Background: an optimization exercise with open tools, aiming at small area, a short achievable clock period and few clock cycles per item. Do not read the settings as production practice. Function was checked by simulation only, so behaviour that the tests miss may differ from the original.

==> design.v <==
`timescale 1ns/1ps
module tw_rows (
   input  logic [1:0]  n,
   input  logic [15:0] b,
   input  logic [8:0]  su,
   input  logic [8:0]  df,
   output logic [8:0]  hp, lp,
   output logic        cfp,       
   output logic [1:0]  ccp,       
   output logic [8:0]  hq, lq,
   output logic        cfq
);
   logic [15:0] br, bi, s9, d9;
   logic [15:0] r1, r2, r3, r4, r5, q1, q2, q3, q4, q5;
   logic [15:0] pc, qc;
   assign br = {{8{b[7]}},  b[7:0]};
   assign bi = {{8{b[15]}}, b[15:8]};
   assign s9 = {{7{su[8]}}, su};
   assign d9 = {{7{df[8]}}, df};
   always_comb begin
      case (n)
         2'd0: begin
            r1 = br << 6; r2 = '0; r3 = '0; r4 = '0; r5 = '0; pc = '0;
            q1 = bi << 6; q2 = '0; q3 = '0; q4 = '0; q5 = '0; qc = '0;
         end
         2'd1: begin
            r1 = br << 6; r2 = ~br << 2; r3 = ~br; r4 = bi << 4; r5 = bi << 3;
            pc = 16'd5;
            q1 = bi << 6; q2 = ~bi << 2; q3 = ~bi; q4 = ~br << 4; q5 = ~br << 3;
            qc = 16'd29;
         end
         2'd2: begin
            r1 = s9 << 5; r2 = s9 << 3; r3 = s9 << 2; r4 = s9; r5 = '0; pc = '0;
            q1 = d9 << 5; q2 = d9 << 3; q3 = d9 << 2; q4 = d9; q5 = '0; qc = '0;
         end
         default: begin
            r1 = bi << 6; r2 = ~bi << 2; r3 = ~bi; r4 = br << 4; r5 = br << 3;
            pc = 16'd5;
            q1 = ~br << 6; q2 = br << 2; q3 = br; q4 = bi << 4; q5 = bi << 3;
            qc = 16'd64;
         end
      endcase
   end
   logic [15:0] sp, cp, sq, cq;
   tw_tree u_tp (.x1(r1), .x2(r2), .x3(r3), .x4(r4), .x5(r5), .k(pc), .s(sp), .c(cp));
   tw_tree u_tq (.x1(q1), .x2(q2), .x3(q3), .x4(q4), .x5(q5), .k(qc), .s(sq), .c(cq));
   logic [6:0] lop, loq;
   logic [5:0] zx, zo;
   logic       nz;
   assign lop = {1'b0, sp[5:0]} + {1'b0, cp[5:0]};
   assign loq = {1'b0, sq[5:0]} + {1'b0, cq[5:0]};
   assign zx  = sp[5:0] ^ cp[5:0];
   assign zo  = {sp[4:0] | cp[4:0], 1'b0};
   assign nz  = (zx != zo);
   assign hp  = sp[14:6];
   assign lp  = cp[14:6];
   assign cfp = lop[6];
   assign ccp = {lop[6] & nz, lop[6] ^ nz};
   assign hq  = sq[14:6];
   assign lq  = cq[14:6];
   assign cfq = loq[6];
endmodule
module tw_tree (
   input  logic [15:0] x1, x2, x3, x4, x5, k,
   output logic [15:0] s,
   output logic [15:0] c
);
   logic [15:0] s1, c1, s2, c2, s3, c3;
   csa16 u1 (.x(x1), .y(x2), .z(x3), .s(s1), .c(c1));
   csa16 u2 (.x(x4), .y(x5), .z(k),  .s(s2), .c(c2));
   csa16 u3 (.x(s1), .y(c1), .z(s2), .s(s3), .c(c3));
   csa16 u4 (.x(s3), .y(c3), .z(c2), .s(s),  .c(c));
endmodule
module add_hlc (
   input  logic [7:0] a,
   input  logic       neg,
   input  logic [8:0] h,
   input  logic [8:0] l,
   input  logic [1:0] c,
   output logic [7:0] y
);
   logic [8:0] z;
   logic [1:0] k;
   assign k = neg ? (2'd2 - c) : c;
   assign z = {a[7], a} + (h ^ {9{neg}}) + (l ^ {9{neg}}) + {7'd0, k};
   assign y = z[8:1];
endmodule
`timescale 1ns/1ps
module bf_w0 (
   input  logic [15:0] a,
   input  logic [15:0] b,
   output logic [15:0] s,
   output logic [15:0] d
);
   logic [8:0] sr, si, dr, di;
   assign sr = {a[7],  a[7:0]}  + {b[7],  b[7:0]};
   assign si = {a[15], a[15:8]} + {b[15], b[15:8]};
   assign dr = {a[7],  a[7:0]}  - {b[7],  b[7:0]};
   assign di = {a[15], a[15:8]} - {b[15], b[15:8]};
   assign s  = {si[8:1], sr[8:1]};
   assign d  = {di[8:1], dr[8:1]};
endmodule
module bf_w4 (
   input  logic [15:0] a,
   input  logic [15:0] b,
   output logic [15:0] s,
   output logic [15:0] d
);
   logic [8:0] sr, si, dr, di;
   assign sr = {a[7],  a[7:0]}  + {b[15], b[15:8]};
   assign si = {a[15], a[15:8]} - {b[7],  b[7:0]};
   assign dr = {a[7],  a[7:0]}  - {b[15], b[15:8]};
   assign di = {a[15], a[15:8]} + {b[7],  b[7:0]};
   assign s  = {si[8:1], sr[8:1]};
   assign d  = {di[8:1], dr[8:1]};
endmodule
module csa16 (
   input  logic [15:0] x,
   input  logic [15:0] y,
   input  logic [15:0] z,
   output logic [15:0] s,
   output logic [15:0] c
);
   assign s = x ^ y ^ z;
   assign c = {((x[14:0] & y[14:0]) | (x[14:0] & z[14:0]) | (y[14:0] & z[14:0])), 1'b0};
endmodule
module cs_scale (
   input  logic [15:0] s,
   input  logic [15:0] c,
   output logic [8:0]  h,
   output logic [8:0]  l,
   output logic        cy
);
   logic [6:0] lo;
   assign lo = {1'b0, s[5:0]} + {1'b0, c[5:0]};
   assign h  = s[14:6];
   assign l  = c[14:6];
   assign cy = lo[6];
endmodule
module mul_w2_cs (
   input  logic [9:0]  xp,
   input  logic [9:0]  xq,
   output logic [8:0]  ph_re, pl_re,
   output logic        pc_re,
   output logic [8:0]  ph_im, pl_im,
   output logic        pc_im
);
   logic [15:0] sp, cp, sq, cq;
   mul45 u_p (.x({{6{xp[9]}}, xp}), .s(sp), .c(cp));
   mul45 u_q (.x({{6{xq[9]}}, xq}), .s(sq), .c(cq));
   cs_scale u_sp (.s(sp), .c(cp), .h(ph_re), .l(pl_re), .cy(pc_re));
   cs_scale u_sq (.s(sq), .c(cq), .h(ph_im), .l(pl_im), .cy(pc_im));
endmodule
module mul45 (
   input  logic [15:0] x,
   output logic [15:0] s,
   output logic [15:0] c
);
   logic [15:0] s1, c1;
   csa16 u1 (.x(x << 5), .y(x << 3), .z(x << 2), .s(s1), .c(c1));
   csa16 u2 (.x(s1),     .y(c1),     .z(x),      .s(s),  .c(c));
endmodule
module bf_w04 (
   input  logic        rot,
   input  logic [15:0] a,
   input  logic [15:0] b,
   output logic [15:0] s,
   output logic [15:0] d
);
   logic [8:0] ar, ai, pr, pm, sr, si, dr, di;
   assign ar = {a[7],  a[7:0]};
   assign ai = {a[15], a[15:8]};
   assign pr = rot ? {b[15], b[15:8]} : {b[7], b[7:0]};
   assign pm = rot ? ~{b[7], b[7:0]} : {b[15], b[15:8]};
   assign sr = ar + pr;
   assign si = ai + pm + {8'd0, rot};
   assign dr = ar - pr;
   assign di = ai - pm - {8'd0, rot};
   assign s  = {si[8:1], sr[8:1]};
   assign d  = {di[8:1], dr[8:1]};
endmodule
`timescale 1ns/1ps
module fft_dit_top (
   input  logic        clk,
   input  logic        rst_n,
   input  logic [15:0] in_x,
   input  logic        in_nd,
   output logic [15:0] out_x,
   output logic        out_nd,
   output logic        overflow
);
   logic [3:0]  wcnt;        
   logic [15:0] d8 [8];
   logic [15:0] d4 [4];
   logic [15:0] d4x;         
   logic [15:0] c1s, c1d;
   bf_w0 u_bf0 (.a(d8[7]), .b(in_x), .s(c1s), .d(c1d));
   always_ff @(posedge clk) begin
      if (in_nd) begin
         d8[0] <= wcnt[3] ? c1d : in_x;
         for (int n = 1; n < 8; n++) d8[n] <= d8[n-1];
         d4[0] <= c1s;
         for (int n = 1; n < 4; n++) d4[n] <= d4[n-1];
      end
   end
   logic [15:0] c1s_q, c1d_q;
   logic        v;
   logic [3:0]  cnt;
   always_ff @(posedge clk) begin
      c1s_q <= c1s;
      c1d_q <= c1d;
      d4x   <= d4[3];
      cnt   <= wcnt;
   end
   always_ff @(posedge clk or negedge rst_n) begin
      if (!rst_n) begin
         v    <= 1'b0;
         wcnt <= '0;
      end else begin
         v <= in_nd;
         if (in_nd) wcnt <= wcnt + 4'd1;
      end
   end
   logic [15:0] g_in [4];
   bf_w0 u_bf1a (.a(d4x), .b(c1s_q), .s(g_in[0]), .d(g_in[2]));
   bf_w4 u_bf1b (.a(d8[4]), .b(c1d_q), .s(g_in[1]), .d(g_in[3]));
   logic [9:0]  xp_in [2], xq_in [2];
   always_comb begin
      xp_in[0] = {{2{g_in[1][7]}},  g_in[1][7:0]}  + {{2{g_in[1][15]}}, g_in[1][15:8]};
      xq_in[0] = {{2{g_in[1][15]}}, g_in[1][15:8]} - {{2{g_in[1][7]}},  g_in[1][7:0]};
      xp_in[1] = {{2{g_in[3][15]}}, g_in[3][15:8]} - {{2{g_in[3][7]}},  g_in[3][7:0]};
      xq_in[1] = 10'd0 - {{2{g_in[3][7]}}, g_in[3][7:0]} - {{2{g_in[3][15]}}, g_in[3][15:8]};
   end
   logic [15:0] y_q [4];
   logic [9:0]  xp_q [2], xq_q [2];
   logic        yv;
   logic [1:0]  yj;
   always_ff @(posedge clk) begin
      y_q[0]  <= g_in[0];
      y_q[3]  <= g_in[3];
      xp_q[0] <= xp_in[0];
      xq_q[0] <= xq_in[0];
      y_q[2]  <= g_in[2];
      if (v & cnt[3] & cnt[2]) begin
         xp_q[1] <= xp_in[1];
         xq_q[1] <= xq_in[1];
      end
      yj <= cnt[1:0];
   end
   always_ff @(posedge clk or negedge rst_n) begin
      if (!rst_n) yv <= 1'b0;
      else        yv <= v & cnt[3] & cnt[2];
   end
   logic [15:0] ya [4];
   logic [15:0] yb [4];
   logic [15:0] da [4];
   logic [15:0] db [4];
   logic [9:0]  xp2h, xq2h;  
   logic        st;          
   logic        c2;          
   logic        y01;         
   logic        u1;          
   logic        se, sh, sg;
   always_ff @(posedge clk) begin
      if (c2) begin
         xp2h <= xp_q[1];
         xq2h <= xq_q[1];
      end
   end
   always_ff @(posedge clk or negedge rst_n) begin
      if (!rst_n) begin
         st  <= 1'b0;
         c2  <= 1'b0;
         y01 <= 1'b0;
         u1  <= 1'b0;
         se  <= 1'b0;
         sh  <= 1'b0;
         sg  <= 1'b0;
      end else begin
         st  <= v & (cnt == 4'd15);
         c2  <= v & (cnt == 4'd14);
         y01 <= v & (cnt[3:1] == 3'b110);
         u1  <= st;
         se  <= (v & (cnt[3:1] == 3'b111)) | st | u1;
         sh  <= (v & (cnt == 4'd15)) | u1;
         sg  <= st | u1;
      end
   end
   logic [15:0] a0, a2, s0u, d0u, s2u, d2u;
   assign a0 = st ? yb[0] : ya[0];
   assign a2 = st ? yb[2] : ya[2];
   bf_w0 u_bf2g0 (.a(a0), .b(y_q[0]), .s(s0u), .d(d0u));
   bf_w4 u_bf2g2 (.a(a2), .b(y_q[2]), .s(s2u), .d(d2u));
   logic [9:0]  xp13, xq13;
   assign xp13 = sg ? (sh ? xp_q[1] : xp2h) : xp_q[0];
   assign xq13 = sg ? (sh ? xq_q[1] : xq2h) : xq_q[0];
   logic [8:0]  ph_re, pl_re, ph_im, pl_im;
   logic        pc_re, pc_im;
   mul_w2_cs u_m13 (.xp(xp13), .xq(xq13),
      .ph_re(ph_re), .pl_re(pl_re), .pc_re(pc_re),
      .ph_im(ph_im), .pl_im(pl_im), .pc_im(pc_im));
   logic [8:0]  qh_re, ql_re, qh_im, ql_im;
   logic        qc_re, qc_im;
   logic        e13, h13, g13;    
   always_ff @(posedge clk) begin
      qh_re <= ph_re; ql_re <= pl_re; qc_re <= pc_re;
      qh_im <= ph_im; ql_im <= pl_im; qc_im <= pc_im;
      h13   <= sh;
      g13   <= sg;
   end
   always_ff @(posedge clk or negedge rst_n) begin
      if (!rst_n) e13 <= 1'b0;
      else        e13 <= se;
   end
   logic [15:0] a13, s13, d13;
   always_ff @(posedge clk) a13 <= sg ? (sh ? yb[3] : ya[3]) : (sh ? yb[1] : ya[1]);
   logic [8:0] sr13, si13, dr13, di13;
   assign sr13 = {a13[7],  a13[7:0]}  + qh_re + ql_re + qc_re;
   assign si13 = {a13[15], a13[15:8]} + qh_im + ql_im + qc_im;
   assign dr13 = {a13[7],  a13[7:0]}  - qh_re - ql_re - qc_re;
   assign di13 = {a13[15], a13[15:8]} - qh_im - ql_im - qc_im;
   assign s13 = {si13[8:1], sr13[8:1]};
   assign d13 = {di13[8:1], dr13[8:1]};
   always_ff @(posedge clk) begin
      if (y01) begin
         if (!yj[0]) begin
            ya[0] <= y_q[0]; ya[2] <= y_q[2]; ya[3] <= y_q[3];
         end else begin
            yb[0] <= y_q[0]; yb[2] <= y_q[2]; yb[3] <= y_q[3];
         end
      end
      if (v & (cnt == 4'd12)) ya[1] <= g_in[1];
      if (v & (cnt == 4'd13)) yb[1] <= g_in[1];
      if (c2) begin
         ya[0] <= s0u; da[0] <= d0u;
         ya[2] <= s2u; da[2] <= d2u;
      end
      if (st) begin
         yb[0] <= s0u; db[0] <= d0u;
         yb[2] <= s2u; db[2] <= d2u;
      end
      if (e13) begin
         if (!h13) begin
            ya[{g13, 1'b1}] <= s13;
            da[{g13, 1'b1}] <= d13;
         end else begin
            yb[{g13, 1'b1}] <= s13;
            db[{g13, 1'b1}] <= d13;
         end
      end
   end
   logic        r_act;
   logic [3:0]  r_m;         
   logic [3:0]  m_r;
   logic        r_v;
   logic [15:0] sb;
   logic [15:0] b_q;
   logic [8:0]  su_q, df_q;
   logic [3:0]  m_q;         
   logic        m_v;
   logic [15:0] sa;
   assign r_v = st | r_act;
   assign m_r = r_m;
   logic [15:0] sg3;
   assign sg3 = m_r[2] ? db[m_r[1:0]] : yb[m_r[1:0]];
   assign sb  = st ? s0u : ((m_r[3:2] == 2'd0) & m_r[0]) ? s13 : sg3;
   always_ff @(posedge clk) begin
      b_q  <= sb;
      su_q <= {sg3[7], sg3[7:0]} + {sg3[15], sg3[15:8]};
      df_q <= {sg3[15], sg3[15:8]} - {sg3[7], sg3[7:0]};
      m_q  <= m_r;
   end
   always_ff @(posedge clk or negedge rst_n) begin
      if (!rst_n) begin
         r_act <= 1'b0;
         r_m   <= '0;
         m_v   <= 1'b0;
      end else begin
         m_v <= r_v;
         if (r_v) r_m <= r_m + 4'd1;
         if (st) r_act <= 1'b1;
         else if (&r_m) r_act <= 1'b0;
      end
   end
   assign sa = m_q[2] ? da[m_q[1:0]] : ya[m_q[1:0]];
   logic [8:0]  thp, tlp, thq, tlq;
   logic        tcfp, tcfq;
   logic [1:0]  tccp;
   tw_rows u_tw (.n(m_q[1:0]), .b(b_q), .su(su_q), .df(df_q),
                 .hp(thp), .lp(tlp), .cfp(tcfp), .ccp(tccp),
                 .hq(thq), .lq(tlq), .cfq(tcfq));
   logic [15:0] a_q;
   logic [8:0]  hp_q, lp_q, hq_q, lq_q;
   logic        cfp_q, cfq_q;
   logic [1:0]  ccp_q;
   logic [1:0]  n_q;           
   logic        a_v;
   logic        al;
   always_ff @(posedge clk) begin
      a_q   <= sa;
      hp_q  <= thp; lp_q <= tlp; cfp_q <= tcfp; ccp_q <= tccp;
      hq_q  <= thq; lq_q <= tlq; cfq_q <= tcfq;
      n_q   <= m_q[3:2];
      al    <= &m_q;
   end
   logic [7:0] o_re, o_im;
   add_hlc u_ore (.a(a_q[7:0]), .neg(n_q[1]),
                  .h(n_q[0] ? hq_q : hp_q), .l(n_q[0] ? lq_q : lp_q),
                  .c(n_q[0] ? {1'b0, cfq_q} : {1'b0, cfp_q}), .y(o_re));
   add_hlc u_oim (.a(a_q[15:8]), .neg(n_q[1] ^ n_q[0]),
                  .h(n_q[0] ? hp_q : hq_q), .l(n_q[0] ? lp_q : lq_q),
                  .c(n_q[0] ? ccp_q : {1'b0, cfq_q}), .y(o_im));
   logic ol;
   always_ff @(posedge clk) begin
      out_x <= {o_im, o_re};
      ol    <= al;
   end
   always_ff @(posedge clk or negedge rst_n) begin
      if (!rst_n) begin
         a_v    <= 1'b0;
         out_nd <= 1'b0;
      end else begin
         a_v    <= m_v;
         out_nd <= a_v;
      end
   end
   logic [1:0] ost;
   logic       f_in, f_out;
   assign f_in  = v & (cnt == 4'd0);
   assign f_out = out_nd & ol;
   always_ff @(posedge clk or negedge rst_n) begin
      if (!rst_n) begin
         ost      <= '0;
         overflow <= 1'b0;
      end else begin
         ost <= ost + {1'b0, f_in} - {1'b0, f_out};
         if (f_in && ost == 2'd2 && !f_out) overflow <= 1'b1;
      end
   end
endmodule
==> flow/run.sh <==
#!/bin/bash
set -euo pipefail
bash standard.sh SETUP_SLACK_MARGIN=5.5 finish > standard_flow.log 2>&1
==> standard.sh <==
#!/bin/bash
# synth_recipe.tcl (not shown) runs the flow's synth.tcl, then flattens the netlist and writes it again
# the make line also repeats each setting of config.mk as NAME=value (left out here)
make -C /OpenROAD-flow-scripts/flow DESIGN_CONFIG=/design/flow/config.mk WORK_HOME=/design/flow/orfs CLKGATE_MAP_FILE= SYNTH_SCRIPT=/design/flow/synth_recipe.tcl "${@:-finish}"
==> config.mk <==
export PLATFORM = sky130hd
export DESIGN_NAME = fft_dit_top
export DESIGN_NICKNAME = fft_dit_top
export VERILOG_FILES = /design/flow/design.v
export SDC_FILE = /design/flow/constraint.sdc
export NUM_CORES = 4
export LEC_CHECK = 0
export ABC_CLOCK_PERIOD_IN_PS = 3500
export CAP_MARGIN = 20
export CORE_MARGIN = 2
export CORE_UTILIZATION = 40
export CTS_BUF_LIST = sky130_fd_sc_hd__clkbuf_4
export CTS_CLUSTER_SIZE = 12
export SETUP_SLACK_MARGIN = 5
export SLEW_MARGIN = 20
export TNS_END_PERCENT = 20
==> constraint.sdc <==
create_clock -name core_clock -period 9.0 [get_ports {clk}]
set_input_delay 1.8000 -clock core_clock [delete_from_list [all_inputs] [get_ports {clk}]]
set_output_delay 1.8000 -clock core_clock [all_outputs]
set_load 0.01 [all_outputs]
==> impl_metrics.csv, run 1 <==
group,metric,value,unit
status,status,"no timing/DRC/antenna violations",
yosys,synth_cells,3503,
floorplan,core,105000,um^2
floorplan,die_height,330,um
route,drt-vias-per-instance,5.09,
setup_path,critPathTopFamily,"buffers and inverters",
clocking,cts_tree,"done",
global_route,antenna_found_initial,8,
timing,period_minus_slack,3710,ps
floorplan,io_pins,37,
flow_run,maxCapViolations,0,
min_path,holdPathEnd,"e13$_DFF_PN0_",
yosys,synth_area_leader_cell,"edfxtp_1",
placement,portBuffers,36,
finish,final_common_cell,"edfxtp_1",
global_route,grt_pass1_vias,26900,
clocking,worstSkewPairLatency,1130,ps
finish,most-common-layout-cells,"edfxtp_1, inv_1, ha_1",
floorplan,dieArea,109000,um^2
route,num_vias,26800,
clocking,hold_buffers,0,
global_route,grt-ovfl-total,0,
clocking,htree_levels,4,
placement,post-place-ws,3970,ps
floorplan,dieWidth,330,um
min_path,hp-start,"se$_DFF_PN0_",
timing,finalCritPeriodShare,41.3,%
finish,areaGrowthSynthToFinish,13.3,%
setup_path,critPathKind,"reg2out",
yosys,synth_edf_count,484,
clocking,clk_root_buffer_cell,"clkbuf_4",
route,drt_iter0_markers,2245,
setup_path,worst_ep_required_time,7200,ps
placement,placed_cells,4829,
route,postRouteAntennaNets,0,
timing,slew_viol_final,0,
timing,timing.slew.headroom,20.8,%
yosys,yosys-top-cells-area,"edfxtp_1, dfxtp_1, ha_1",
min_path,min_path_cells,0,
placement,placed_area,44200,um^2
yosys,synthFlopType,"edfxtp_1",
setup_path,start_kind,"flop",
finish,drive_gt1_share,17.8,%
placement,dp_hpwl,79600,um
yosys,syn_nets,4033,
min_path,hp-class,"reg2reg",
clocking,cts_buffer_depth,3,
setup_path,r2r_start,"m_q[1]$_DFF_P_",
floorplan,rows,119,
setup_path,crit_chain,"clkdlybuf4s50_1",
setup_path,r2r_cells,13,
setup_path,critPathMaxStageDelay,520,ps
timing,worst_pin_slew,1180,ps
yosys,synth_top_area_share,34.3,%
setup_path,worstPathArrival,1910,ps
setup_path,path_buf_inv,1,
timing,max_freq,269,MHz
clocking,cts_sinks,790,
timing,grt_setup_unrepaired,"true",
global_route,grtUsageTotal,20.1,%
global_route,grt_pass1_wl,162000,um
route,first_pass_iters,6,
clocking,clk_pin_slew_worst_paths,70,ps
finish,fillCellCount,9664,
timing,fin_ws,5290,ps
clocking,numCtsBuffers,206,
finish,final_cell_area,48000,um^2
yosys,synth_seq_area_share,49.0,%
setup_path,critPathSlowestCell,"clkdlybuf4s50_1",
yosys,ys_async_sr_fraction,3.04,%
setup_path,end_kind,"output pin",
timing,finalHoldViolCount,0,
floorplan,initial_core_util,40.3,%
setup_path,worstPathMaxFanout,1,
yosys,ys_seq_elements,790,
yosys,syn_avg_cell_area,12.1,um^2
timing,finalClockSkew,102,ps
route,route.detailed.drc,0,
route,wirelength,108000,um
placement,globalplace.congestion,0.899,
yosys,netlist_area,42400,um^2
route,wl_per_cell,20.5,um
finish,fin_cells,5275,
yosys,yosysUniqueCellTypes,77,
timing,setup-violations-final,0,
finish,nets,4232,
setup_path,rr_endpoint,"ccp_q[0]$_DFF_P_",
setup_path,r2r_slack,5370,ps
yosys,yosys_warnings,17,
global_route,grt_max_degree,103,
timing,setup_tns,0,ps
## layout make-up
class / count / area, um^2 / share of cell area (%)
clock inverter: 72 / 364 / 0.758
multi-input combinational: 2220 / 20300 / 42.2
sequential: 790 / 20800 / 43.3
timing repair buffer: 115 / 1120 / 2.32
clock buffer: 311 / 2330 / 4.86
antenna: 7 / 17.5 / 0.0365
timing repair inverter: 1 / 5.00 / 0.0104
tap: 1391 / 1740 / 3.62
inverter: 368 / 1390 / 2.89
## worst max path at each step
stage / start / endpoint / cells past startpoint
floorplan: n_q[0]$_DFF_P_ / out_x[14]$_DFF_P_ / 16
global placement: m_q[1]$_DFF_P_ / ccp_q[0]$_DFF_P_ / 12
detailed placement: m_q[1]$_DFF_P_ / ccp_q[0]$_DFF_P_ / 12
CTS: out_x[0]$_DFF_P_ / out_x[0] / 1
global route: out_x[10]$_DFF_P_ / out_x[10] / 1
finish: out_x[10]$_DFF_P_ / out_x[10] / 1
## worst register-to-register path, delay by kind of cell, from the launching register on
family          cells  cell delay, ps
compound gates      1              50
xor+xnor            1             120
fa+ha+maj           5            2020
buf+inv             2             180
flops               1             380
simple gates        4             780
## metal layers
| metal | track usage [%] | wire length [um] |
|---|---|---|
| met4 | 8.32 | 4680 |
| met2 | 32.4 | 49500 |
| met1 | 26.4 | 46300 |
| met5 | 0 | 13 |
| met3 | 4.13 | 7730 |
## synthesized netlist by cell type, types with 6 or more instances
cell type  instances
dfrtp_1           24
a31oi_1            9
buf_2             15
or2_2              8
xnor2_1          198
mux2_2            72
nor3_1            24
o21ai_0          156
and2_1            16
dfxtp_1          282
a21o_1            45
nand3_1           11
fa_1             162
o22ai_1           11
clkbuf_1          88
nand2b_1          26
nor2b_1           50
a21boi_0          12
nand2_1          210
xor2_1            49
o31ai_1           10
nand3b_1          12
ha_1             349
or3_1              6
o21bai_1          33
a311oi_1           6
mux4_2            78
inv_1            366
a221oi_1          10
o21a_1            23
nor2_1           228
and3_1            11
a211oi_1          10
edfxtp_1         484
a21oi_1          216
mux2i_1           73
o41ai_1           11
a31o_2             6
buf_1             18
## metrics by stage
step           util [%]  hold slack (ps)
5_1_grt            45.6              336
4_1_cts            44.9              337
3_5_place_dp       42.0              322
3_3_place_gp       42.0              317
6_report           45.6              332
2_1_floorplan         -              310
## flip-flops by register name, summed over array words and instances, names as in the netlist, 17 cells and up
register  flops
d8          128
d4           64
da           64
db           64
ya           64
yb           64
y_q          48
xq_q         18
xp_q         17
## what timing repair did
item,in CTS,in global routing
pin swaps,5,20
setup buffers,24,29
cloned,2,1
endpoints found under the setup margin,140,116
gates resized for setup,36,83
## kinds of logic (layout without fill, tap and decap cells)
logic type                 Yosys count  in the layout  synth area share (%)
muxes                              225            225                  7.85
DFF                                790            790                  49.0
AOI/OAI and AO/OA                  608            608                  8.89
adders and majority gates          513            513                  18.0
buffers and inverters              494            867                  4.48
xor gates and xnor gates           247            247                  5.10
and+or+nand+nor                    626            627                  6.68
other                                0              7                     0
Testbench counts, summed over its fixed seeds: cycles 6,848, frames 384.
==> run 2, diff against run 1 <==
--- a/config.mk
+++ b/config.mk
@@ -13,4 +13,3 @@
 export CTS_CLUSTER_SIZE = 12
 export SETUP_SLACK_MARGIN = 5
 export SLEW_MARGIN = 20
-export TNS_END_PERCENT = 20
==> impl_metrics.csv, run 2 <==
group,metric,value,unit
placement,dp_hpwl,79300,um
clocking,cts_buffer_depth,3,
setup_path,r2r_start,"m_q[1]$_DFF_P_",
finish,most-common-layout-cells,"edfxtp_1, inv_1, ha_1",
flow_run,maxCapViolations,0,
yosys,synth_edf_count,484,
route,wirelength,108000,um
yosys,ys_async_sr_fraction,3.04,%
placement,placed_area,44200,um^2
finish,final_common_cell,"edfxtp_1",
setup_path,critPathSlowestCell,"fa_1",
global_route,grt_pass1_wl,163000,um
timing,finalCritPeriodShare,39.9,%
yosys,synthFlopType,"edfxtp_1",
timing,timing.slew.headroom,30.2,%
global_route,grt_max_degree,69,
setup_path,end_kind,"flop",
timing,period_minus_slack,3590,ps
setup_path,crit_top_cell,"fa_1",
setup_path,rr_endpoint,"ccp_q[0]$_DFF_P_",
timing,fin_ws,5410,ps
route,num_vias,26800,
timing,finalHoldViolCount,0,
status,status,"no timing/DRC/antenna violations",
clocking,htree_levels,4,
yosys,synthTopCellsByCount,"edfxtp_1, inv_1, ha_1, dfxtp_1, nor2_1",
timing,setup-violations-final,0,
floorplan,initial_core_util,40.3,%
route,first_pass_iters,6,
min_path,hp-class,"reg2reg",
floorplan,dieWidth,330,um
floorplan,rows,119,
finish,largest_reg_flops,128,
yosys,yosys_warnings,17,
timing,setup_tns,0,ps
clocking,hold_buffers,0,
finish,drive_gt1_share,19.0,%
setup_path,critPathTopFamily,"adder cells",
yosys,yosysUniqueCellTypes,77,
finish,final_core_util,45.7,%
setup_path,worstPathArrival,4620,ps
yosys,synth_seq_area_share,49.0,%
global_route,grt_pass1_vias,27300,
setup_path,critPathMaxStageDelay,530,ps
global_route,grt-ovfl-total,0,
timing,max_freq,278,MHz
route,drt_iter0_markers,2125,
yosys,synth_top_area_share,34.3,%
global_route,antenna_found_initial,4,
yosys,syn_nets,4033,
placement,portBuffers,36,
setup_path,worstPathMaxFanout,6,
setup_path,r2r_slack,5410,ps
route,postRouteAntennaNets,0,
setup_path,r2r_cells,14,
clocking,numCtsBuffers,204,
timing,slew_viol_final,0,
setup_path,path_buf_inv,3,
floorplan,io_pins,37,
timing,worst_pin_slew,1040,ps
timing,grt_setup_unrepaired,"true",
placement,globalplace.congestion,0.915,
finish,top_register,"d8",
clocking,cts_tree,"done",
setup_path,start_kind,"flop",
route,drt-vias-per-instance,5.08,
yosys,ys_seq_elements,790,
finish,final_cell_area,48200,um^2
floorplan,core,105000,um^2
yosys,yosys-top-cells-area,"edfxtp_1, dfxtp_1, ha_1",
setup_path,critPathKind,"reg2reg",
yosys,synth_area_leader_cell,"edfxtp_1",
finish,areaGrowthSynthToFinish,13.6,%
placement,post-place-ws,4390,ps
yosys,yosys.cell_count.top_type,"edfxtp_1",
clocking,worstSkewPairLatency,1160,ps
global_route,grtUsageTotal,20.2,%
finish,nets,4229,
setup_path,crit_chain,"clkinvlp_4, nor2_4, buf_12, and2_4, a21oi_2, fa_1, fa_1, inv_1, fa_1, ha_4, xnor2_1, nor4b_2, nand3_1, ha_2",
route,wl_per_cell,20.4,um
setup_path,worst_ep_required_time,10030,ps
timing,finalClockSkew,94.6,ps
setup_path,crit_start,"m_q[1]$_DFF_P_",
finish,fillCellCount,9577,
setup_path,endpoint,"ccp_q[0]$_DFF_P_",
clocking,clk_pin_slew_worst_paths,70,ps
floorplan,die_height,330,um
setup_path,cp.depth,14,
yosys,syn_avg_cell_area,12.1,um^2
yosys,synth_cells,3503,
yosys,netlist_area,42400,um^2
clocking,cts_sinks,790,
floorplan,dieArea,109000,um^2
route,route.detailed.drc,0,
clocking,clk_root_buffer_cell,"clkbuf_4",
run 2: cell counts after synthesis:
Identical to the previous run, type by type.
run 2: how the worst min path moves through the flow:
stage | from | endpoint | cells past startpoint
after floorplan | al$_DFF_P_ | ol$_DFF_P_ | 0
after global placement | al$_DFF_P_ | ol$_DFF_P_ | 0
after detailed placement | al$_DFF_P_ | ol$_DFF_P_ | 0
after CTS | d4[3][1]$_DFFE_PP_ | d4x[1]$_DFF_P_ | 0
after global routing | d4[3][1]$_DFFE_PP_ | d4x[1]$_DFF_P_ | 0
final | d4[3][1]$_DFFE_PP_ | d4x[1]$_DFF_P_ | 0
run 2: cells by family (layout without fill, tap and decap cells):
family / count (synthesis) / count (layout) / share of synthesized area, %
buf+inv: 494 / 869 / 4.48
compound gates: 608 / 608 / 8.89
flops: 790 / 790 / 49.0
other cells: 0 / 8 / 0
simple gates: 626 / 626 / 6.68
xor+xnor: 247 / 247 / 5.10
mux: 225 / 225 / 7.85
fa+ha+maj: 513 / 513 / 18.0
run 2: metal layers:
layer  vias up  routed length (um)  track usage (%)
li1      12700                   -                -
met1     13000               47000             26.4
met2       831               50400             32.8
met5         -                   0                0
met3       187                6280             3.74
met4         0                3930             8.54
run 2: metrics by stage:
step	instances	hold WS, ps
2_1_floorplan	3503	310
3_3_place_gp	4831	315
3_5_place_dp	4831	320
4_1_cts	5247	278
5_1_grt	5277	310
6_report	5277	268
run 2: timing repair:
action                                  in CTS  in global routing
gates resized for setup                    144                 85
buffers inserted                            29                 21
endpoints found under the setup margin     174                 72
pin swaps                                    4                 21
gates cloned                                 2                  1
run 2: final cells by class:
| type | count | area, um^2 | area share [%] |
|---|---|---|---|
| sequential | 790 | 20800 | 43.2 |
| multi-input combinational | 2219 | 20400 | 42.3 |
| clock buffer | 315 | 2360 | 4.91 |
| tap | 1391 | 1740 | 3.61 |
| inverter | 368 | 1390 | 2.88 |
| timing repair buffer | 115 | 1080 | 2.25 |
| clock inverter | 70 | 358 | 0.743 |
| antenna | 8 | 20.0 | 0.0416 |
| timing repair inverter | 1 | 7.51 | 0.0156 |
run 2: worst reg2reg max path, stage by stage, from the launching register on:
cell and delay [ps]:
dfxtp_4 380, clkinvlp_4 120, nor2_4 150, buf_12 120
and2_4 160, a21oi_2 40, fa_1 490, fa_1 490
inv_1 50, fa_1 530, ha_4 220, xnor2_1 130
nor4b_2 220, nand3_1 110, ha_2 320
==> run 3, diff against run 2 <==
--- a/config.mk
+++ b/config.mk
@@ -5,7 +5,7 @@
 export SDC_FILE = /design/flow/constraint.sdc
 export NUM_CORES = 4
 export LEC_CHECK = 0
-export ABC_CLOCK_PERIOD_IN_PS = 3500
+export ABC_CLOCK_PERIOD_IN_PS = 2800
 export CAP_MARGIN = 20
 export CORE_MARGIN = 2
 export CORE_UTILIZATION = 40
==> impl_metrics.csv, run 3 <==
group,metric,value,unit
finish,final_common_cell,"edfxtp_1",
yosys,synth_area_leader_cell,"edfxtp_1",
route,wl_met3,6280,um
yosys,syn_avg_cell_area,12.1,um^2
setup_path,start_kind,"flop",
setup_path,crit_chain,"clkinvlp_4, nor2_4, buf_12, and2_4, a21oi_2, fa_1, fa_1, inv_1, fa_1, ha_4, xnor2_1, nor4b_2, nand3_1, ha_2",
min_path,min_path_cells,0,
finish,final_core_util,45.7,%
yosys,synth_seq_area_share,49.0,%
yosys,netlist_area,42400,um^2
route,routed.top_layer,"met4",
floorplan,core,105000,um^2
setup_path,critPathKind,"reg2reg",
timing,max_freq,278,MHz
placement,portBuffers,36,
finish,nets,4229,
finish,most-common-layout-cells,"edfxtp_1, inv_1, ha_1",
clocking,clk_pin_slew_worst_paths,70,ps
yosys,yosys_warnings,17,
yosys,synth_cells,3503,
clocking,cts_tree,"done",
setup_path,r2r_cells,14,
global_route,grt-ovfl-total,0,
timing,setup_tns,0,ps
finish,areaGrowthSynthToFinish,13.6,%
placement,placed_cells,4831,
floorplan,dieArea,109000,um^2
timing,timing.slew.headroom,30.2,%
timing,period_minus_slack,3590,ps
yosys,synth_edf_count,484,
floorplan,io_pins,37,
timing,finalCritPeriodShare,39.9,%
yosys,synthFlopType,"edfxtp_1",
placement,dp_hpwl,79300,um
finish,largest_reg_flops,128,
finish,fin_cells,5277,
finish,top_register,"d8",
route,wl_per_cell,20.4,um
clocking,hold_buffers,0,
clocking,clk_root_buffer_cell,"clkbuf_4",
route,drt_iter0_markers,2125,
route,drt-vias-per-instance,5.08,
yosys,ys_async_sr_fraction,3.04,%
yosys,yosys-top-cells-area,"edfxtp_1, dfxtp_1, ha_1",
route,wirelength,108000,um
yosys,yosysUniqueCellTypes,77,
clocking,worstSkewPairLatency,1160,ps
setup_path,worstPathMaxFanout,6,
setup_path,worstPathArrival,4620,ps
route,route.detailed.drc,0,
timing,finalHoldViolCount,0,
setup_path,end_kind,"flop",
global_route,grtUsageTotal,20.2,%
timing,slew_viol_final,0,
route,met1_length,47000,um
timing,setup-violations-final,0,
clocking,cts_sinks,790,
setup_path,crit_top_cell,"fa_1",
placement,placed_area,44200,um^2
min_path,hp-class,"reg2reg",
clocking,htree_levels,4,
floorplan,initial_core_util,40.3,%
floorplan,die_height,330,um
global_route,grt_max_degree,69,
yosys,synthTopCellsByCount,"edfxtp_1, inv_1, ha_1, dfxtp_1, nor2_1",
flow_run,maxCapViolations,0,
floorplan,dieWidth,330,um
placement,globalplace.congestion,0.915,
yosys,ys_seq_elements,790,
floorplan,rows,119,
finish,drive_gt1_share,19.0,%
setup_path,critPathMaxStageDelay,530,ps
yosys,synth_top_area_share,34.3,%
yosys,yosys.cell_count.top_type,"edfxtp_1",
clocking,cts_buffer_depth,3,
timing,worst_pin_slew,1040,ps
finish,fillCellCount,9577,
timing,finalClockSkew,94.6,ps
global_route,antenna_found_initial,4,
yosys,syn_nets,4033,
route,dr_wl_met2,50400,um
setup_path,critPathSlowestCell,"fa_1",
route,num_vias,26800,
status,status,"no timing/DRC/antenna violations",
global_route,grt_pass1_vias,27300,
clocking,numCtsBuffers,204,
setup_path,worst_ep_required_time,10030,ps
timing,grt_setup_unrepaired,"true",
finish,final_cell_area,48200,um^2
global_route,grt_pass1_wl,163000,um
route,first_pass_iters,6,
route,postRouteAntennaNets,0,
-- run 3: layer usage --
layer,GRT usage [%],vias to the layer above
met4,8.54,0
met3,3.74,187
li1,-,12700
met1,26.4,13000
met2,32.8,831
met5,0,-
-- run 3: through the flow --
step | hold slack [ps] | worst slack (ps)
floorplan | 310 | 5440
global placement | 315 | 4560
detailed placement | 320 | 4390
CTS | 278 | 5400
global route | 310 | 5250
finish | 268 | 5410
-- run 3: path summary, 6_finish.rpt --
check	startpoint	to	slack [ps]
max reg2reg	m_q[1]$_DFF_P_	ccp_q[0]$_DFF_P_	5410
max	m_q[1]$_DFF_P_	ccp_q[0]$_DFF_P_	5410
max in group asynchronous	rst_n	wcnt[2]$_DFFE_PN0P_	7620
min reg2reg	d4[3][1]$_DFFE_PP_	d4x[1]$_DFF_P_	270
min	d4[3][1]$_DFFE_PP_	d4x[1]$_DFF_P_	270
min in group asynchronous	rst_n	y01$_DFF_PN0_	1040
-- run 3: cell type report --
cell class                      instances  area (um^2)  area share [%]
Sequential cell                       790        20800            43.2
Multi-Input combinational cell       2219        20400            42.3
Clock buffer                          315         2360            4.91
Tap cell                             1391         1740            3.61
Inverter                              368         1390            2.88
Timing Repair Buffer                  115         1080            2.25
Clock inverter                         70          358           0.743
Antenna cell                            8         20.0          0.0416
Timing Repair inverter                  1         7.51          0.0156
-- run 3: kinds of logic (layout without fill, tap and decap cells) --
| kind of cell | count (synthesis) | count (layout) | synth area share [%] |
|---|---|---|---|
| other | 0 | 8 | 0 |
| buffers and inverters | 494 | 869 | 4.48 |
| multiplexers | 225 | 225 | 7.85 |
| adder cells (fa/ha/maj) | 513 | 513 | 18.0 |
| XOR/XNOR | 247 | 247 | 5.10 |
| AND/OR/NAND/NOR | 626 | 626 | 6.68 |
| flip-flops | 790 | 790 | 49.0 |
| AO/OA/AOI/OAI | 608 | 608 | 8.89 |
-- run 3: worst max-delay path: cells and delay by family, from the launching register on --
family          cells  cell delay [ps]
compound gates      1               40
flops               1              380
xor+xnor            1              130
simple gates        4              620
buf+inv             3              290
fa+ha+maj           5             2050
-- run 3: repair_timing --
action / in CTS / in global routing
pin swaps: 4 / 21
endpoints found under the setup margin: 174 / 72
resized for setup: 144 / 85
gates cloned: 2 / 1
buffers inserted: 29 / 21
==> run 4, diff against run 3 <==
--- a/config.mk
+++ b/config.mk
@@ -5,10 +5,10 @@
 export SDC_FILE = /design/flow/constraint.sdc
 export NUM_CORES = 4
 export LEC_CHECK = 0
-export ABC_CLOCK_PERIOD_IN_PS = 2800
+export ABC_CLOCK_PERIOD_IN_PS = 3500
 export CAP_MARGIN = 20
 export CORE_MARGIN = 2
-export CORE_UTILIZATION = 40
+export CORE_UTILIZATION = 50
 export CTS_BUF_LIST = sky130_fd_sc_hd__clkbuf_4
 export CTS_CLUSTER_SIZE = 12
 export SETUP_SLACK_MARGIN = 5
==> impl_metrics.csv, run 4 <==
group,metric,value,unit
yosys,ys_seq_elements,790,
yosys,synth_cells,3503,
global_route,antenna_found_initial,4,
finish,drive_gt1_share,19.7,%
setup_path,endpoint,"ccp_q[0]$_DFF_P_",
setup_path,start_kind,"flop",
status,status,"no timing/DRC/antenna violations",
timing,setup-violations-final,0,
floorplan,io_pins,37,
timing,timing.slew.headroom,20.7,%
finish,fillCellCount,6969,
yosys,synth_area_leader_cell,"edfxtp_1",
yosys,ys_async_sr_fraction,3.04,%
yosys,yosysUniqueCellTypes,77,
timing,whs,331,ps
setup_path,critPathMaxStageDelay,520,ps
yosys,synth_edf_count,484,
setup_path,crit_start,"m_q[1]$_DFF_P_",
placement,placed_cells,4574,
setup_path,crit_top_cell,"fa_1",
finish,areaGrowthSynthToFinish,14.1,%
timing,period_minus_slack,3690,ps
clocking,cts_sinks,790,
finish,final_common_cell,"edfxtp_1",
clocking,clk_root_buffer_cell,"clkbuf_4",
route,postRouteAntennaNets,0,
clocking,numCtsBuffers,205,
timing,finalClockSkew,89.4,ps
finish,fin_cells,5039,
clocking,htree_levels,4,
clocking,cts_tree,"done",
setup_path,critPathKind,"reg2reg",
yosys,syn_nets,4033,
timing,slew_viol_final,0,
min_path,hp-start,"d4[3][10]$_DFFE_PP_",
route,num_vias,27600,
timing,worst_pin_slew,1180,ps
timing,max_freq,271,MHz
setup_path,end_kind,"flop",
yosys,synthFlopType,"edfxtp_1",
yosys,syn_avg_cell_area,12.1,um^2
timing,fin_ws,5310,ps
yosys,synth_seq_area_share,49.0,%
setup_path,r2r_cells,14,
setup_path,r2r_slack,5310,ps
timing,setup_tns,0,ps
floorplan,dieWidth,295,um
finish,multi_input_area,20600,um^2
global_route,grt-ovfl-total,0,
finish,most-common-layout-cells,"edfxtp_1, inv_1, ha_1",
floorplan,core,83800,um^2
floorplan,dieArea,87100,um^2
placement,dp_hpwl,82600,um
placement,globalplace.congestion,0.917,
route,first_pass_iters,6,
finish,final_core_util,57.7,%
clocking,clk_pin_slew_worst_paths,70,ps
setup_path,critPathSlowestCell,"fa_1",
global_route,grt_max_degree,131,
setup_path,crit_chain,"clkinvlp_4, nor2_4, buf_12, and2_4, a21oi_2, fa_1, fa_1, inv_1, fa_1, ha_4, xnor2_2, nor4b_2, nand3_1, ha_2",
setup_path,worstPathArrival,4700,ps
setup_path,r2r_start,"m_q[1]$_DFF_P_",
placement,portBuffers,36,
floorplan,die_height,295,um
clocking,cts_buffer_depth,3,
route,wirelength,114000,um
finish,regArea,20800,um^2
floorplan,initial_core_util,50.6,%
yosys,netlist_area,42400,um^2
setup_path,worstPathMaxFanout,5,
finish,final_cell_area,48400,um^2
floorplan,rows,106,
placement,placed_area,43900,um^2
yosys,synthTopCellsByCount,"edfxtp_1, inv_1, ha_1, dfxtp_1, nor2_1",
yosys,yosys-top-cells-area,"edfxtp_1, dfxtp_1, ha_1",
placement,post-place-ws,4130,ps
setup_path,worst_ep_required_time,10010,ps
global_route,grt_pass1_vias,28000,
route,drt-vias-per-instance,5.48,
route,drt_iter0_markers,2331,
yosys,yosys_warnings,17,
yosys,synth_top_area_share,34.3,%
route,wl_per_cell,22.7,um
timing,grt_setup_unrepaired,"true",
flow_run,maxCapViolations,0,
finish,top_register,"d8",
finish,nets,4242,
route,route.detailed.drc,0,
timing,finalHoldViolCount,0,
timing,finalCritPeriodShare,40.9,%
min_path,hp-class,"reg2reg",
global_route,grt_pass1_wl,169000,um
global_route,grtUsageTotal,26.5,%
setup_path,rr_endpoint,"ccp_q[0]$_DFF_P_",
finish,largest_reg_flops,128,
yosys,yosys.cell_count.top_type,"edfxtp_1",
clocking,worstSkewPairLatency,1140,ps
-- run 4: cell counts after synthesis --
Identical to the previous run, type by type.
-- run 4: worst min path at each step --
stage                     slack, ps  cells after the start         endpoint
after global placement          320                      0  d4x[12]$_DFF_P_
final                           330                      0  d4x[10]$_DFF_P_
after floorplan                 310                      0       ol$_DFF_P_
after CTS                       340                      0   d4x[1]$_DFF_P_
after detailed placement        330                      0   d4x[1]$_DFF_P_
after global routing            330                      0  d4x[10]$_DFF_P_
-- run 4: repair_timing --
action | in CTS | in global routing
setup buffers | 38 | 21
setup endpoints to repair | 223 | 38
pin swaps | 10 | 25
hold buffers | 0 | 0
endpoints found under the hold margin | 0 | 0
gates resized for setup | 163 | 98
cloned | 3 | 3
-- run 4: final cells by class --
cell class | instances | share of cell area, %
clock inverter | 79 | 1.05
antenna | 8 | 0.0414
timing repair buffer | 127 | 2.74
multi-input combinational | 2219 | 42.5
tap | 1134 | 2.93
timing repair inverter | 1 | 0.0155
sequential | 790 | 43.0
inverter | 368 | 2.87
clock buffer | 313 | 4.86
-- run 4: kinds of logic after synthesis --
logic type | after synthesis | synth area share [%]
flops | 790 | 49.0
simple gates | 626 | 6.68
mux | 225 | 7.85
xor+xnor | 247 | 5.10
fa+ha+maj | 513 | 18.0
buf+inv | 494 | 4.48
compound gates | 608 | 8.89
-- run 4: worst max-delay path: cells and delay by family (launching register included) --
family | cells | cell delay [ps]
fa+ha+maj | 5 | 2050
flops | 1 | 420
simple gates | 4 | 650
xor+xnor | 1 | 140
compound gates | 1 | 40
buf+inv | 3 | 310
-- run 4: routing by layer --
| layer | GRT usage (%) | part of all wire (%) | up-vias |
|---|---|---|---|
| li1 | - | - | 12700 |
| met1 | 33.0 | 40 | 13600 |
| met2 | 45.4 | 49 | 1014 |
| met3 | 4.27 | 6.1 | 244 |
| met4 | 11.8 | 4.6 | 0 |
| met5 | 0 | 0 | - |
==> run 5, diff against run 4 <==
==> flow/run.sh (replaced) <==
#!/bin/bash
set -euo pipefail
bash standard.sh SETUP_SLACK_MARGIN=5.7 finish > standard_flow.log 2>&1
--- a/config.mk
+++ b/config.mk
@@ -8,7 +8,7 @@
 export ABC_CLOCK_PERIOD_IN_PS = 3500
 export CAP_MARGIN = 20
 export CORE_MARGIN = 2
-export CORE_UTILIZATION = 50
+export CORE_UTILIZATION = 40
 export CTS_BUF_LIST = sky130_fd_sc_hd__clkbuf_4
 export CTS_CLUSTER_SIZE = 12
 export SETUP_SLACK_MARGIN = 5
==> impl_metrics.csv, run 5 <==
group,metric,value,unit
status,status,"no timing/DRC/antenna violations",
yosys,syn_nets,4033,
placement,placed_cells,4830,
finish,most-common-layout-cells,"edfxtp_1, inv_1, ha_1",
floorplan,dieWidth,330,um
yosys,synth_area_leader_cell,"edfxtp_1",
yosys,synthFlopType,"edfxtp_1",
floorplan,dieArea,109000,um^2
finish,drive_gt1_share,22.2,%
floorplan,initial_core_util,40.3,%
route,wl_per_cell,20.5,um
flow_run,maxCapViolations,0,
clocking,numCtsBuffers,202,
clocking,worstSkewPairLatency,1080,ps
yosys,yosys.area_share.adder,18.0,%
clocking,cts_buffer_depth,3,
floorplan,core,105000,um^2
yosys,ys_seq_elements,790,
finish,largest_reg_flops,128,
yosys,synth_xor_area_share,5.10,%
finish,final_common_cell,"edfxtp_1",
timing,setup_tns,0,ps
clocking,hold_buffers,0,
finish,final_cell_area,49200,um^2
timing,period_minus_slack,3670,ps
global_route,antenna_found_initial,3,
route,first_pass_iters,5,
setup_path,start_kind,"flop",
yosys,ys_async_sr_fraction,3.04,%
setup_path,worst_ep_required_time,9980,ps
yosys,synthMuxAreaShare,7.85,%
yosys,synth_cells,3503,
yosys,synth_top_area_share,34.3,%
placement,dp_hpwl,78200,um
setup_path,worstPathMaxFanout,6,
timing,max_freq,272,MHz
yosys,syn_avg_cell_area,12.1,um^2
setup_path,crit_top_cell,"fa_1",
setup_path,worstPathArrival,4650,ps
setup_path,critPathSlowestCell,"fa_1",
floorplan,die_height,330,um
global_route,grt_max_degree,108,
route,wirelength,109000,um
yosys,yosys_warnings,17,
finish,nets,4272,
yosys,synth-simple-area-share,6.67,%
setup_path,path_buf_inv,4,
placement,placed_area,44400,um^2
route,drt_iter0_markers,2065,
timing,finalClockSkew,83.1,ps
global_route,grt_pass1_wl,164000,um
clocking,clk_root_buffer_cell,"clkbuf_4",
timing,whs,287,ps
yosys,synth_seq_area_share,49.0,%
yosys,yosys-top-cells-area,"edfxtp_1, dfxtp_1, ha_1",
route,postRouteAntennaNets,0,
setup_path,critPathTopFamily,"adder cells",
clocking,cts_sinks,790,
timing,finalHoldViolCount,0,
setup_path,end_kind,"flop",
finish,top_register,"d8",
timing,worst_pin_slew,1000,ps
finish,fillCellCount,9528,
clocking,cts_tree,"done",
yosys,synth_edf_count,484,
route,drt-vias-per-instance,5.08,
yosys,netlist_area,42400,um^2
clocking,clk_pin_slew_worst_paths,70,ps
route,num_vias,27000,
yosys,synth_top_family_by_area,"adder cells",
clocking,htree_levels,4,
min_path,hp-class,"reg2reg",
global_route,grtUsageTotal,20.2,%
route,route.detailed.drc,0,
yosys,synth_compound_area_share,8.89,%
timing,finalCritPeriodShare,40.8,%
floorplan,io_pins,37,
yosys,yosysUniqueCellTypes,77,
yosys,yosys.cell_count.top_type,"edfxtp_1",
timing,slew_viol_final,0,
finish,fin_cells,5306,
global_route,grt-ovfl-total,0,
timing,grt_setup_unrepaired,"true",
setup_path,critPathMaxStageDelay,520,ps
placement,portBuffers,36,
placement,globalplace.congestion,0.892,
global_route,grt_pass1_vias,27200,
setup_path,critPathKind,"reg2reg",
setup_path,crit_chain,"buf_12, clkinvlp_4, nor2_4, buf_8, and2_4, a21oi_4, fa_1, fa_1, inv_1, fa_1, ha_4, xnor2_2, nor4b_2, nand3_1, ha_2",
finish,areaGrowthSynthToFinish,16.0,%
timing,setup-violations-final,0,
timing,timing.slew.headroom,33.0,%
floorplan,rows,119,
yosys,synthTopCellsByCount,"edfxtp_1, inv_1, ha_1, dfxtp_1, nor2_1",
run 5: final cells by class:
cell class | count | area, um^2 | share of cell area (%)
antenna | 3 | 7.51 | 0.0153
clock buffer | 303 | 2270 | 4.62
clock inverter | 71 | 355 | 0.722
inverter | 368 | 1410 | 2.86
multi-input combinational | 2219 | 20900 | 42.6
sequential | 790 | 20800 | 42.3
tap | 1391 | 1740 | 3.54
timing repair buffer | 160 | 1640 | 3.33
timing repair inverter | 1 | 5.00 | 0.0102
run 5: worst reg2reg max path, delay by kind of cell (launching register included):
kind	cells	cell delay (ps)
simple gates	4	640
compound gates	1	30
fa+ha+maj	5	2040
flops	1	360
buf+inv	4	420
xor+xnor	1	140
run 5: final timing paths:
path                                         start                 end  slack, ps  cells past startpoint
worst max-delay path                m_q[1]$_DFF_P_    ccp_q[0]$_DFF_P_       5330                     15
worst min-delay path            d4[3][7]$_DFFE_PP_      d4x[7]$_DFF_P_        290                      0
worst max register to register      m_q[1]$_DFF_P_    ccp_q[0]$_DFF_P_       5330                     15
worst min register to register  d4[3][7]$_DFFE_PP_      d4x[7]$_DFF_P_        290                      0
max in group asynchronous                    rst_n  r_m[1]$_DFFE_PN0P_       7510                      2
min in group asynchronous                    rst_n       y01$_DFF_PN0_       1130                      2
run 5: logic make-up (layout without fill, tap and decap cells):
logic type,Yosys count,count (layout)
flip-flops,790,790
AND/OR/NAND/NOR,626,626
AO/OA/AOI/OAI,608,608
adder cells (fa/ha/maj),513,513
buffers and inverters,494,903
XOR/XNOR,247,247
multiplexers,225,225
other,0,3
run 5: through the flow:
| stage | setup WS, ps | utilization, % |
|---|---|---|
| 2_1_floorplan | 5460 | - |
| 3_3_place_gp | 4370 | 42.2 |
| 3_5_place_dp | 4320 | 42.2 |
| 4_1_cts | 5380 | 45.8 |
| 5_1_grt | 5160 | 46.7 |
| 6_report | 5330 | 46.7 |
run 5: repair_timing:
| item | CTS | global route |
|---|---|---|
| hold endpoints to repair | 0 | 0 |
| resized for setup | 203 | 153 |
| setup endpoints to repair | 187 | 117 |
| pin swaps | 35 | 47 |
| cloned | 1 | 2 |
| buffers inserted | 71 | 24 |
run 5: metal layers:
layer,track usage (%),part of all wire (%),vias to the layer above
met4,8.05,3.4,0
met2,34.6,49,845
li1,-,-,12800
met5,0,0,-
met1,25.0,42,13200
met3,3.89,5.6,195
==> run 6, diff against run 5 <==
--- a/design.v
+++ b/design.v
@@ -236,7 +236,6 @@
    logic        yv;
    logic [1:0]  yj;
    always_ff @(posedge clk) begin
-      y_q[0]  <= g_in[0];
       y_q[3]  <= g_in[3];
       xp_q[0] <= xp_in[0];
       xq_q[0] <= xq_in[0];
@@ -287,9 +286,9 @@
       end
    end
    logic [15:0] a0, a2, s0u, d0u, s2u, d2u;
-   assign a0 = st ? yb[0] : ya[0];
+   assign a0 = cnt[0] ? yb[0] : ya[0];
    assign a2 = st ? yb[2] : ya[2];
-   bf_w0 u_bf2g0 (.a(a0), .b(y_q[0]), .s(s0u), .d(d0u));
+   bf_w0 u_bf2g0 (.a(a0), .b(g_in[0]), .s(s0u), .d(d0u));
    bf_w4 u_bf2g2 (.a(a2), .b(y_q[2]), .s(s2u), .d(d2u));
    logic [9:0]  xp13, xq13;
    assign xp13 = sg ? (sh ? xp_q[1] : xp2h) : xp_q[0];
@@ -324,19 +323,19 @@
    always_ff @(posedge clk) begin
       if (y01) begin
          if (!yj[0]) begin
-            ya[0] <= y_q[0]; ya[2] <= y_q[2]; ya[3] <= y_q[3];
+            ya[2] <= y_q[2]; ya[3] <= y_q[3];
          end else begin
-            yb[0] <= y_q[0]; yb[2] <= y_q[2]; yb[3] <= y_q[3];
+            yb[2] <= y_q[2]; yb[3] <= y_q[3];
          end
       end
-      if (v & (cnt == 4'd12)) ya[1] <= g_in[1];
-      if (v & (cnt == 4'd13)) yb[1] <= g_in[1];
+      if (v & (cnt == 4'd12)) begin ya[0] <= g_in[0]; ya[1] <= g_in[1]; end
+      if (v & (cnt == 4'd13)) begin yb[0] <= g_in[0]; yb[1] <= g_in[1]; end
+      if (v & (cnt == 4'd14)) begin ya[0] <= s0u; da[0] <= d0u; end
+      if (v & (cnt == 4'd15)) begin yb[0] <= s0u; db[0] <= d0u; end
       if (c2) begin
-         ya[0] <= s0u; da[0] <= d0u;
          ya[2] <= s2u; da[2] <= d2u;
       end
       if (st) begin
-         yb[0] <= s0u; db[0] <= d0u;
          yb[2] <= s2u; db[2] <= d2u;
       end
       if (e13) begin
@@ -363,7 +362,7 @@
    assign m_r = r_m;
    logic [15:0] sg3;
    assign sg3 = m_r[2] ? db[m_r[1:0]] : yb[m_r[1:0]];
-   assign sb  = st ? s0u : ((m_r[3:2] == 2'd0) & m_r[0]) ? s13 : sg3;
+   assign sb  = ((m_r[3:2] == 2'd0) & m_r[0]) ? s13 : sg3;
    always_ff @(posedge clk) begin
       b_q  <= sb;
       su_q <= {sg3[7], sg3[7:0]} + {sg3[15], sg3[15:8]};
==> flow/run.sh (replaced) <==
#!/bin/bash
set -euo pipefail
bash standard.sh SETUP_SLACK_MARGIN=5.6 finish > standard_flow.log 2>&1
==> impl_metrics.csv, run 6 <==
group,metric,value,unit
yosys,yosysUniqueCellTypes,80,
clocking,clk_root_buffer_cell,"clkbuf_4",
yosys,synth_cells,3516,
floorplan,dieArea,108000,um^2
clocking,cts_sinks,774,
setup_path,crit_top_cell,"fa_1",
global_route,grt-ovfl-total,0,
placement,placed_cells,4838,
clocking,cts_buffer_depth,3,
placement,portBuffers,36,
global_route,grt_pass1_vias,26600,
finish,fin_cells,5300,
global_route,grtUsageTotal,19.7,%
route,drt_iter0_markers,1727,
timing,finalHoldViolCount,0,
route,wl_per_cell,20.3,um
timing,timing.slew.headroom,25.5,%
route,route.detailed.drc,0,
timing,setup_tns,0,ps
min_path,hp-class,"reg2reg",
clocking,numCtsBuffers,197,
setup_path,critPathKind,"reg2reg",
setup_path,path_buf_inv,3,
finish,final_common_cell,"edfxtp_1",
finish,largest_reg_flops,128,
setup_path,start_kind,"flop",
timing,whs,303,ps
floorplan,io_pins,37,
floorplan,rows,119,
finish,nets,4268,
finish,areaGrowthSynthToFinish,15.7,%
finish,fillCellCount,9646,
yosys,netlist_area,42300,um^2
status,status,"no timing/DRC/antenna violations",
setup_path,critPathMaxStageDelay,540,ps
clocking,worstSkewPairLatency,1120,ps
yosys,synth_edf_count,484,
timing,finalClockSkew,82.7,ps
route,postRouteAntennaNets,0,
finish,most-common-layout-cells,"edfxtp_1, inv_1, ha_1",
setup_path,critPathTopFamily,"adder cells",
yosys,synth_area_leader_cell,"edfxtp_1",
finish,top_register,"d8",
timing,max_freq,282,MHz
placement,globalplace.congestion,0.917,
route,drt-vias-per-instance,5.09,
yosys,yosys.cell_count.top_type,"edfxtp_1",
yosys,ys_seq_elements,774,
yosys,synthFlopType,"edfxtp_1",
timing,setup-violations-final,0,
clocking,clk_pin_slew_worst_paths,80,ps
timing,fin_ws,5450,ps
floorplan,die_height,329,um
finish,final_cell_area,48900,um^2
placement,dp_hpwl,79400,um
yosys,yosys-top-cells-area,"edfxtp_1, dfxtp_1, ha_1",
setup_path,worstPathArrival,4560,ps
setup_path,worstPathMaxFanout,13,
setup_path,worst_ep_required_time,10010,ps
placement,post-place-ws,4650,ps
flow_run,maxCapViolations,0,
global_route,grt_max_degree,108,
yosys,syn_avg_cell_area,12.0,um^2
floorplan,dieWidth,329,um
timing,period_minus_slack,3550,ps
timing,grt_setup_unrepaired,"true",
timing,finalCritPeriodShare,39.4,%
yosys,syn_nets,4050,
timing,worst_pin_slew,1110,ps
setup_path,critPathSlowestCell,"fa_1",
route,first_pass_iters,6,
clocking,cts_tree,"done",
route,wirelength,108000,um
yosys,yosys_warnings,17,
finish,regArea,20500,um^2
clocking,hold_buffers,0,
floorplan,core,105000,um^2
yosys,synthTopCellsByCount,"edfxtp_1, inv_1, ha_1, dfxtp_1, nand2_1",
placement,placed_area,44200,um^2
global_route,antenna_found_initial,5,
setup_path,end_kind,"flop",
clocking,htree_levels,4,
timing,slew_viol_final,0,
finish,drive_gt1_share,21.7,%
yosys,synth_seq_area_share,48.4,%
global_route,grt_pass1_wl,159000,um
finish,multi_input_area,21200,um^2
setup_path,crit_chain,"inv_8, nor2_2, buf_6, nand2_2, fa_1, fa_1, inv_1, fa_1, ha_4, xnor2_2, nor4b_2, nand3_1, ha_2",
yosys,ys_async_sr_fraction,3.10,%
floorplan,initial_core_util,40.2,%
route,num_vias,27000,
yosys,synth_top_area_share,34.4,%
-- run 6: per-stage QoR --
stage	util (%)
after floorplan	-
after global placement	42.0
after detailed placement	42.0
after CTS	45.5
after global routing	46.6
final	46.6
-- run 6: what timing repair did --
item | in CTS | in global routing
gates cloned | 5 | 1
setup buffers | 33 | 49
hold endpoints to repair | 0 | 0
resized for setup | 196 | 153
pin swaps | 21 | 63
endpoints found under the setup margin | 142 | 105
-- run 6: cells by family after synthesis --
family          synth area share [%]
compound gates                  8.61
xor+xnor                        5.12
fa+ha+maj                       18.2
buf+inv                         4.49
flops                           48.4
mux                             8.23
simple gates                    7.01
-- run 6: metal layers --
layer	wire [um]	global-route usage, %	vias up	share of wire, %
li1	-	-	12800	-
met1	45400	25.2	13200	42
met2	52500	33.0	762	49
met3	5630	3.38	192	5.2
met4	4270	8.54	0	4.0
met5	0	0	-	0
-- run 6: area by class of cell --
type                       instances  area share [%]
tap                             1391            3.56
timing repair buffer             148            2.85
timing repair inverter             1          0.0128
clock inverter                    75           0.961
multi-input combinational       2246            43.3
sequential                       774            41.9
antenna                            8          0.0409
clock buffer                     291            4.46
inverter                         366            2.90
-- run 6: path summary, 6_finish.rpt --
kind	start	endpoint	slack, ps	depth (start not counted)
setup / recovery	m_q[1]$_DFF_P_	ccp_q[0]$_DFF_P_	5450	13
hold / removal	d4[3][4]$_DFFE_PP_	d4x[4]$_DFF_P_	300	0
setup reg to reg	m_q[1]$_DFF_P_	ccp_q[0]$_DFF_P_	5450	13
hold reg to reg	d4[3][4]$_DFFE_PP_	d4x[4]$_DFF_P_	300	0
max in group asynchronous	rst_n	st$_DFF_PN0_	7500	2
min in group asynchronous	rst_n	overflow$_DFFE_PN0P_	1100	2
Testbench counts of run 6, summed over its fixed seeds: cycles 6,848, frames 384.

[separate check: timing with driven ports]
Ports are ideal in the flow. The routed layouts listed here were re-timed in OpenROAD. Step 1 (the two cells are an assumption about what drives the block):
set clk [get_ports {clk}]
set_driving_cell -lib_cell sky130_fd_sc_hd__clkbuf_16 $clk
set_driving_cell -lib_cell sky130_fd_sc_hd__buf_2 [delete_from_list [all_inputs] $clk]
Step 2 also shifts input and output timing later by t, the mid clock arrival at the registers, as if the neighbouring blocks saw the same clock. a / b / c = ideal / step 1 / step 2; a / b = the first two.
run | shift t [ns] | setup WS [ns] | pins driven straight from the clock port
run 1 | 1.139 | 5.286 / 5.220 / 4.655 | 1
run 2 | 1.174 | 5.406 / 5.406 / 4.619 | 1
run 3 | 1.174 | 5.406 / 5.406 / 4.619 | 1
run 4 | 1.166 | 5.315 / 5.315 / 4.680 | 1
run 5 | 1.103 | 5.326 / 5.326 / 4.658 | 1
run 6 | 1.139 | 5.450 / 5.450 / 4.664 | 1
After both steps every run listed still meets setup and hold.
